Background: an optimization exercise with open tools, aiming at small area and a short achievable clock period. Do not read the settings as production practice. RTL that was checked went through simulation tests only; none was proved equivalent to the original. No activity file was given, so power comes from the tool's default toggle rates.

run 1:
==> flow/design.v (excerpt) <==
module ex_top (
    input logic clk,
    input logic arst_n,
    input logic [31:0] pc,
    input logic [31:0] inst,
    input logic [31:0] reg1,
    input logic [31:0] reg2,
    input logic [31:0] imm,
    input logic [4:0] id_rd_addr,
    input logic id_rd_we,
    input logic [31:0] ram_rdata,
    output logic ram_req,
    output logic ram_we,
    output logic [3:0] ram_sel,
    output logic [31:0] ram_addr,
    output logic [31:0] ram_wdata,
    output logic [4:0] rd_addr,
    output logic [31:0] rd_wdata,
    output logic rd_we,
    output logic jump_flag,
    output logic [31:0] jump_addr
);
Settings: LEC_CHECK=0, ABC_AREA=1, CAP_MARGIN=20, CORE_MARGIN=2, CORE_UTILIZATION=40, SETUP_SLACK_MARGIN=2.2, SLEW_MARGIN=20; clock period 6.5 ns.
standard.sh (not shown) runs the stock make flow with config.mk's settings and CLKGATE_MAP_FILE= SYNTH_SCRIPT=/design/flow/synth_recipe.tcl, a recipe that flattens the netlist after the stock synthesis.
==> flow/flow/run.sh <==
#!/bin/bash
# Standard layout, with the port buffers made from the smallest plain buffer.
cp standard.sh standard_sh_copy.txt
cp config.mk config_mk_copy.txt
export BUFFER_PORTS_ARGS="-buffer_cell sky130_fd_sc_hd__buf_1"
bash standard.sh > standard.log 2>&1
Run 1: no failed stages, no open violations at the end
diff inputs: run 1 => run 2
- swapping 2.2 for 2.0 in SETUP_SLACK_MARGIN
[summary]
- Changes observed in run 2 relative to run 1: time the final worst path needs with I/O delays and setup grew by 0.042 ns, combinational share of power decreased by 0.9 points relative to the old numbers, number of signal-net inverters in the final layout fell by 1.
- Per the comparison of run 2 with run 1, total power draw lower; number of flops mapped to enable cells by yosys flat.
For run 3, these inputs were changed with respect to run 2:
==> flow/flow/run.sh <==
#!/bin/bash
# Standard layout, with the port buffers made from the smallest plain buffer,
# and gates off the critical paths sized back down after timing repair.
cp standard.sh standard_sh_copy.txt
cp config.mk config_mk_copy.txt
export BUFFER_PORTS_ARGS="-buffer_cell sky130_fd_sc_hd__buf_1"
export RECOVER_POWER=100
bash standard.sh > standard.log 2>&1
==> comparison <==
- Every run in run 3 and run 2 closed cleanly, with the single exception of run 3.
- Run 3 finished all stages; however, its layout fails the closing checks, the failures being max-capacitance violations, max-slew violations.
- Fmax (run 3 / run 2): 0.804
- Comparing run 3 against run 2, there is no change at all in first-pass GRT wire length.
- Compared run 3 against run 2; wire length within noise.
- Diff run 2 -> run 3: detail-routed net length per standard cell shows no meaningful change; total met2 wirelength after detailed routing lower.
- Run 3 ends up with lower final critical-path setup slack than run 2 does.
- Design area was lower in the run labelled run 3.
- There was hardly any difference in clock network area share between run 3 and run 2.
Input changes introduced in run 4 (baseline for comparison: run 3):
- changing SETUP_SLACK_MARGIN from 2.0 to 2.5
==> flow/flow/run.sh <==
#!/bin/bash
# Standard layout, with the port buffers made from the smallest plain buffer.
cp standard.sh standard_sh_copy.txt
cp config.mk config_mk_copy.txt
export BUFFER_PORTS_ARGS="-buffer_cell sky130_fd_sc_hd__buf_1"
bash standard.sh > standard.log 2>&1
Findings:
- Run 4 closes out successfully: all stages finished, all timing, DRC and antenna checks passed.
- Post-layout minimum cycle time: run 3 and run 4 compared, lower one is run 4
- Final net count delta for run 4 relative to run 3: 2.8% higher
- In the tables for run 3 and run 4, power reads lower with run 3.
- In run 4, setup slack is higher than in run 3.
- Combinational fraction of design power in run 4 is 3.1 points above run 3.
- Relative to run 3, routed wire length has increased by about 4% in run 4.
- Summary of run 4 over run 3: relative contribution of the clock network to total power shrank by 1.4 points, relative slew slack grew by 50 points.
Input-level comparison between run 5 and run 4:
- SETUP_SLACK_MARGIN changed from 2.5 to 2.0
- GPL_TIMING_DRIVEN newly set to 0
==> comparison <==
Sort run 5 and run 4 by worst hold slack desc -> top: run 5
In the reports for run 5 and run 4, the larger via count of the routed design belongs to run 4.
Compared to run 4, the routing of run 5 uses more wire.
The following lists how run 6 was set up differently from run 5:
- clearing GPL_TIMING_DRIVEN, which used to be 0
==> flow/flow/run.sh <==
#!/bin/bash
# Standard layout with two changes:
#  - the port buffers are made from the smallest plain buffer;
#  - ABC's area script maps without its own buffering and sizing (the resizer in the
#    layout flow sizes and buffers the gates anyway).
set -e
cp standard.sh standard_sh_copy.txt
cp config.mk config_mk_copy.txt
rm -rf scripts_copy
cp -r "$FLOW_HOME/scripts" scripts_copy
cp flow/abc_area.script scripts_copy/abc_area.script
export BUFFER_PORTS_ARGS="-buffer_cell sky130_fd_sc_hd__buf_1"
bash standard.sh SCRIPTS_DIR="$PWD/scripts_copy" finish > standard.log 2>&1
==> flow/flow/abc_area.script (new file) <==
strash
dch
map -B 0.9
topo
stime -c
Findings:
Sort run 6 and run 5 by sequential element share of the synthesized area, descending, and run 6 comes first.
Delta (run 6 minus run 5): final area essentially unchanged; sequential share of cell area about even; number of rows in the core area moved down.

---

lane 1:
Another version of the RTL of ex_top (not shown whole).
For scale: roughly 1,700 cells after synthesis, about 71 flip-flops, ~340 I/O pins, roughly 0.013 mm^2 of cells after synthesis.
clock: 6.5 ns
lec_check: 0
cap_margin: 20
core_margin: 2
core_utilization: 55
setup_slack_margin: 2.5
slew_margin: 20
==> flow/flow/run.sh <==
#!/bin/bash
# Standard layout, with the port buffers made from the smallest plain buffer.
cp standard.sh standard_sh_copy.txt
cp config.mk config_mk_copy.txt
export BUFFER_PORTS_ARGS="-buffer_cell sky130_fd_sc_hd__buf_1"
bash standard.sh > standard.log 2>&1
diff inputs: lane 1 => lane 2
-- flow/config.mk --
<<< lane 1, line 9
export CORE_MARGIN = 2
export CORE_UTILIZATION = 55
export SETUP_SLACK_MARGIN = 2.5
export SLEW_MARGIN = 20
>>> lane 2, line 9
export CORE_MARGIN = 2
export CORE_UTILIZATION = 40
export SETUP_SLACK_MARGIN = 0.2
export SLEW_MARGIN = 20
Notes after the runs:
Lane 2 went all the way through synthesis, placement and routing and the layout is clean on timing, DRC and antenna.
Delta (lane 2 minus lane 1): fraction of area in multi-input gates decreased 0.98 points, clock network fraction of design power moved up, wire length up about 0.6%, buffer and inverter count on the worst path went up by 5.
Diff lane 2..lane 1 | fraction of synthesis flops using an asynchronous set or reset pin | negligible
Area of the placeable core | lane 2 above lane 1
--- input diff lane 2..lane 3 ---
==> flow/run.sh (new file) <==
#!/bin/bash
# synth_recipe.tcl (not shown) runs the flow's synth.tcl, then flattens the netlist and writes it again
# the make line also repeats each setting of config.mk as NAME=value (left out here)
make -C /OpenROAD-flow-scripts/flow DESIGN_CONFIG=/design/flow/config.mk WORK_HOME=/design/flow/orfs CLKGATE_MAP_FILE= SYNTH_SCRIPT=/design/flow/synth_recipe.tcl finish
removed: flow/flow/run.sh
removed: flow/standard.sh
### Flow results
From lane 2 to lane 3 the numbers moved as follows: number of nets in the final layout increased 10; combined buffer and inverter count along the critical path lost 5; wire length increased about 4.4%; cell area up 0.0021 mm^2; endpoint arrival time on the critical path has increased.
Comparing worst hold slack for lane 2 and lane 3, the bigger number came from lane 3.
Looking at sum of net half-perimeters after detailed placement across both flows, lane 3 is the weaker of the two, with lane 2 ahead.
Between lane 3 and lane 2, the sum of routed wire segments on met1 figures differ only marginally.
Area share of fa/ha/maj cells after synthesis: lane 2 vs lane 3 identical
The power reported for lane 3 is greater than that of lane 2 by about 5.5%.

---

Another version of the RTL of ex_top (not shown whole).
For scale: roughly 71 flip-flops, about 340 I/O pins, roughly 0.013 sq mm of cells after synthesis.
==> flow/config.mk <==
export PLATFORM = sky130hd
export DESIGN_NAME = ex_top
export DESIGN_NICKNAME = ex_top
export VERILOG_FILES = /design/flow/design.v
export SDC_FILE = /design/flow/constraint.sdc
export NUM_CORES = 4
export LEC_CHECK = 0
export CAP_MARGIN = 20
export CORE_MARGIN = 2
export CORE_UTILIZATION = 40
export SETUP_SLACK_MARGIN = 1.5
export SLEW_MARGIN = 20
==> flow/constraint.sdc <==
create_clock -name core_clock -period 6.5 [get_ports {clk}]
set_input_delay 1.3000 -clock core_clock [delete_from_list [all_inputs] [get_ports {clk}]]
set_output_delay 1.3000 -clock core_clock [all_outputs]
set_load 0.01 [all_outputs]
==> flow/flow/run.sh <==
#!/bin/bash
# Standard layout, with the port buffers made from the smallest plain buffer.
cp standard.sh standard_sh_copy.txt
cp config.mk config_mk_copy.txt
export BUFFER_PORTS_ARGS="-buffer_cell sky130_fd_sc_hd__buf_1"
bash standard.sh > standard.log 2>&1
Then changed:
--- a/flow/config.mk
+++ b/flow/config.mk
@@ -11 +11 @@
-export SETUP_SLACK_MARGIN = 1.5
+export SETUP_SLACK_MARGIN = 2.0
Outcome: The new run completed without violations; final area went up by 10%; via count grows by 3.6%; synthesized area is unchanged; global-route usage increases by 0.25 points; flip-flop and latch count stays the same.
Then changed:
--- a/flow/config.mk
+++ b/flow/config.mk
@@ -11 +11 @@
-export SETUP_SLACK_MARGIN = 2.0
+export SETUP_SLACK_MARGIN = 0.2
After rerunning:
- The new run produced a clean layout
- maximum frequency is lower by about a fifth
- via count is lower by a few percent
- sequential cell count stays the same
- worst hold slack degrades by 0.024 ns
- total power goes down by roughly a tenth
- global-route usage is lower by 1.7 points
- area after synthesis does not change
- core utilization goes down by 10 points
- die area does not change
No run of this note included a check of the RTL's function; only the layout flow was run.

---

Setup of build 23:
ex_top, a different RTL version from the one above (not shown whole).
Size in the first run: roughly 2,300 cells after synthesis, roughly 71 flip-flops, ~340 I/O pins, roughly 0.013 mm² of cells after synthesis.
export LEC_CHECK = 0
export ABC_AREA = 1
export CAP_MARGIN = 20
export CORE_MARGIN = 2
export CORE_UTILIZATION = 40
export CTS_CLUSTER_SIZE = 36
export SETUP_SLACK_MARGIN = 2.0
export SLEW_MARGIN = 20
create_clock -name core_clock -period 6.5 [get_ports {clk}]
Scripts as last shown in full above: flow/flow/run.sh
Having completed the whole flow, build 23 delivered a layout that passed the timing, design-rule and antenna checks.
Changes in build 43 relative to build 23:
- CTS_BUF_LIST: unset -> sky130_fd_sc_hd__clkbuf_8
- CTS_CLUSTER_SIZE: 36 -> unset
--- a/flow/flow/run.sh
+++ b/flow/flow/run.sh
@@ -5,0 +6 @@
+export REMOVE_ABC_BUFFERS=1
Findings:
Between build 23 and build 43, core utilization decreased.
Summary of build 43 over build 23: headroom to the max-slew limit now larger; power now smaller; post-layout instance area now smaller; achievable frequency comparable.
diff inputs: build 43 => build 78
- clearing CTS_BUF_LIST, which used to be sky130_fd_sc_hd__clkbuf_8
- putting TNS_END_PERCENT at 0 where nothing was set
--- a/flow/flow/run.sh
+++ b/flow/flow/run.sh
@@ -6 +5,0 @@
-export REMOVE_ABC_BUFFERS=1
Results
- Taking build 43 as the reference point, the clock buffer count in the final layout of build 78 rises by 1.
- Between build 78 and build 43, switching fraction of total power is higher for build 43, build 78 comes in under that.
- Between build 43 and build 78, the flow reports total wire length after detailed routing increasing by a few percent.
- The worst setup slack in build 78 sits 0.13 ns below the value recorded for build 43.
- Launching element of the worst setup path: reg1[14] -> build 78, imm[10] -> build 43
- Any difference in fraction of standard cell area that is sequential between build 43 and build 78 is small enough to ignore.
- Sort build 78 and build 43 by power consumption, descending, and build 78 comes first.
- Build 78 vs build 43, capture point of the critical path: ram_addr[27] vs ram_addr[19]
- Compared with build 43, build 78 shows non-clock buffer count in the final layout higher by 4.
- Build 78 ended up with a lower post-cts resize count than build 43 did.
- On combinational power, build 78 tracks build 43 almost exactly.
- Summary — post-DP HPWL, build 78 relative to build 43: higher, by about 5.6%.

[port drivers added, routing unchanged]
Ports are ideal in the flow. The routed layouts listed here were re-timed in OpenROAD. Step 1 (the two cells are an assumption about what drives the block):
set clk [get_ports {clk}]
set_driving_cell -lib_cell sky130_fd_sc_hd__clkbuf_16 $clk
set_driving_cell -lib_cell sky130_fd_sc_hd__buf_2 [delete_from_list [all_inputs] $clk]
Step 2, shift: input delay + t, output delay - t, t = (earliest + latest rising clock arrival at the registers) / 2. This alone moves slack from input paths to output paths. Slacks: no drivers / after step 1 / after step 2; pairs: no drivers / after step 1.
run	t, ns	slack for setup (ns)	worst hold slack (ns)	worst data-port slew with drivers (ns)
run 1	0.435	2.093 / 2.026 / 1.879	0.740 / 0.717 / 1.153	0.06
run 2	0.436	2.051 / 1.992 / 1.687	0.728 / 0.705 / 1.141	0.06
run 3	0.439	0.963 / 0.928 / 0.712	0.726 / 0.703 / 1.142	0.06
run 4	0.442	2.174 / 2.111 / 2.095	0.726 / 0.705 / 1.147	0.07
run 5	0.444	1.985 / 1.949 / 1.575	0.742 / 0.711 / 1.155	0.10
run 6	0.418	2.056 / 1.981 / 1.704	0.709 / 0.691 / 1.109	0.13
lane 1	0.402	0.530 / 0.477 / 0.477	0.725 / 0.697 / 1.100	0.12
lane 2	0.405	0.275 / 0.250 / 0.250	0.711 / 0.690 / 1.095	0.07
lane 3	0.415	0.313 / 0.330 / -0.085	1.090 / 1.071 / 1.486	0.08
the first run of note 3	0.426	1.349 / 1.320 / 1.055	0.700 / 0.672 / 1.098	0.09
the second run of note 3	0.416	1.294 / 1.259 / 1.213	0.720 / 0.691 / 1.107	0.11
the third run of note 3	0.430	0.338 / 0.318 / 0.318	0.696 / 0.667 / 1.097	0.09
build 23	0.442	2.042 / 2.021 / 1.681	0.703 / 0.681 / 1.123	0.09
build 43	0.475	2.054 / 2.031 / 1.737	0.677 / 0.650 / 1.125	0.07
build 78	0.443	1.927 / 1.900 / 1.605	0.705 / 0.681 / 1.124	0.09
Met with ideal ports but missed after step 2: setup timing in lane 3. The setup slack of run 5, which loses most, moves by -0.036 ns with the drivers and by -0.410 ns with both steps.
